Source: an optimization exercise on an open RTL-to-GDS flow (aim: small area, a short achievable clock period and few clock cycles). Production flows keep margins and buffers that such runs may drop. At most, simulation tests tie the RTL to the original design; equivalence was not proved. No activity file was given, so power comes from the tool's default toggle rates.

Design servo_pwm_channel_generator, start of the top module:
module servo_pwm_channel_generator
(
    input  logic                             clk,
    input  logic                             rst_n,
    input  logic                             req_valid,
    output logic                             req_ready,
    input  logic [spg_pkg::ACTION_W-1:0]     req_action,
    input  logic [spg_pkg::CH_W-1:0]         req_channel,
    input  logic [spg_pkg::PULSE_W-1:0]      req_pulse_us,
    output logic                             rsp_valid,
    input  logic                             rsp_ready,
    output logic [spg_pkg::FREQ_W-1:0]       rsp_readback_us,
    output logic [spg_pkg::FREQ_W-1:0]       rsp_group_freq_hz,
    output logic [spg_pkg::PIN_W-1:0]        rsp_pin_levels,
    output logic                             rsp_channel_valid,
    input  logic                             cfg_valid,
    output logic                             cfg_ready,
    input  logic [spg_pkg::REG_IDX_W-1:0]    cfg_index,
    input  logic [spg_pkg::CFG_DATA_W-1:0]   cfg_data
);
    logic [spg_pkg::CLAMP_W-1:0]                          min_pulse;
    logic [spg_pkg::CLAMP_W-1:0]                          max_pulse;
    logic [spg_pkg::PIN_W-1:0]                            pin_enable;
    logic [spg_pkg::GROUP_COUNT-1:0][spg_pkg::TOP_W-1:0]  top;
    logic [spg_pkg::GROUP_COUNT-1:0][spg_pkg::FREQ_W-1:0] freq_rb;
    logic                                                 cfg_idle;
    logic                                                 top_busy;
    logic                                                 freq_done;
    logic                                                 freq_pending;
    logic                                                 tick_safe;
    logic [1:0]                                           busy_grp;
    logic                                                 item_free;
  ...
==> flow/config.mk <==
export PLATFORM = sky130hd
export DESIGN_NAME = servo_pwm_channel_generator
export DESIGN_NICKNAME = servo_pwm_channel_generator
export VERILOG_FILES = /design/flow/design.v
export SDC_FILE = /design/flow/constraint.sdc
export NUM_CORES = 4
export LEC_CHECK = 0
export CAP_MARGIN = 20
export CORE_MARGIN = 2
export CORE_UTILIZATION = 50
export CTS_BUF_LIST = sky130_fd_sc_hd__clkbuf_4 sky130_fd_sc_hd__clkbuf_8
export PLACE_DENSITY = 0.65
export SETUP_SLACK_MARGIN = 3.7
export SLEW_MARGIN = 20
export TNS_END_PERCENT = 20
==> flow/constraint.sdc <==
create_clock -name core_clock -period 7.0 [get_ports {clk}]
set_input_delay 1.4000 -clock core_clock [delete_from_list [all_inputs] [get_ports {clk}]]
set_output_delay 1.4000 -clock core_clock [all_outputs]
set_load 0.01 [all_outputs]
run.sh (not shown) runs the stock make flow with config.mk's settings and CLKGATE_MAP_FILE= SYNTH_SCRIPT=/design/flow/synth_recipe.tcl, a recipe that flattens the netlist after the stock synthesis.
Testbench counts at the start, summed over its fixed seeds: cycles 25,737.
Change:
--- a/flow/design.v
+++ b/flow/design.v
@@ -263,13 +263,30 @@
     logic [spg_pkg::GROUP_COUNT-1:0]                      freq_we;
     logic [spg_pkg::TOP_W-1:0]                            cfg_wd;
     logic [spg_pkg::GROUP_COUNT-1:0][spg_pkg::TOP_W-1:0]  top_wd;
     logic [spg_pkg::FREQ_W-1:0]                           freq_wd;
     assign top_done  = top_busy_reg && last_step;
     assign freq_last = freq_busy_reg && !prep_reg && last_step;
-    assign top_bound = {spg_pkg::TOP_W{1'b1}} >> (32'(zeros) + 1);
+    always_comb
+    begin
+        for (int j = 0; j < spg_pkg::TOP_W; j++)
+        begin
+            if (j >= spg_pkg::TOP_W - 1)
+            begin
+                top_bound[j] = 1'b0;
+            end
+            else if (spg_pkg::TOP_W - 1 - j > spg_pkg::MAX_ZEROS)
+            begin
+                top_bound[j] = 1'b1;
+            end
+            else
+            begin
+                top_bound[j] = (32'(cfg_top) <= (spg_pkg::TICKS_PER_SECOND >> (j + 1)));
+            end
+        end
+    end
     assign top_src   = top_busy_reg ? top_val
                      : ((cfg_index == spg_pkg::REG_TOP_C) ? cfg_data : top_bound);
     always_comb
     begin
         min_we    = !rst_n || (cfg_fire && (cfg_index == spg_pkg::REG_MIN_PULSE));
         max_we    = !rst_n || (cfg_fire && (cfg_index == spg_pkg::REG_MAX_PULSE));
After rerunning: The new run ran to the end with no violations. Maximum frequency is lower by about 4%. Final area is lower by about 0.8%. Synthesized area goes up by 1.0%. Core utilization went down by 1.4 points. Routed wire length goes up by 4.5%. Via count hardly moves. Global-route usage goes up by 1.1 points. Sequential power hardly moves. Register-to-register slack got worse by 0.19 ns. Clock skew went down by 0.0096 ns. Clock-buffer cell count is lower by 2.
For the second run of this note, only the layout was checked, not whether the RTL still works.

[port drivers added, routing unchanged]
The results above use ideal ports. As a check the final layouts listed here were re-extracted and re-timed, cells and wires unchanged. Step 1 sets driving cells, clkbuf_16 on the clock port and buf_2 on the other inputs (assumed; they add their load-dependent delay and slew). Step 2, shift: input delay + t, output delay - t, t = (earliest + latest rising clock arrival at the registers) / 2. This alone moves slack from input paths to output paths. Three values: ideal, step 1, step 2; two values: the first two.
run | t (ns) | slack for setup (ns) | worst setup path after step 2 | pins driven straight from the clock port
the first run | 0.724 | 3.469 / 3.432 / 2.821 | input to register | 1
the second run | 0.736 | 3.324 / 3.322 / 2.586 | input to register | 1
After both steps every run listed still meets setup and hold. For the second run, which loses most, drivers alone change the setup slack by -0.002 ns; drivers and shift together by -0.738 ns.
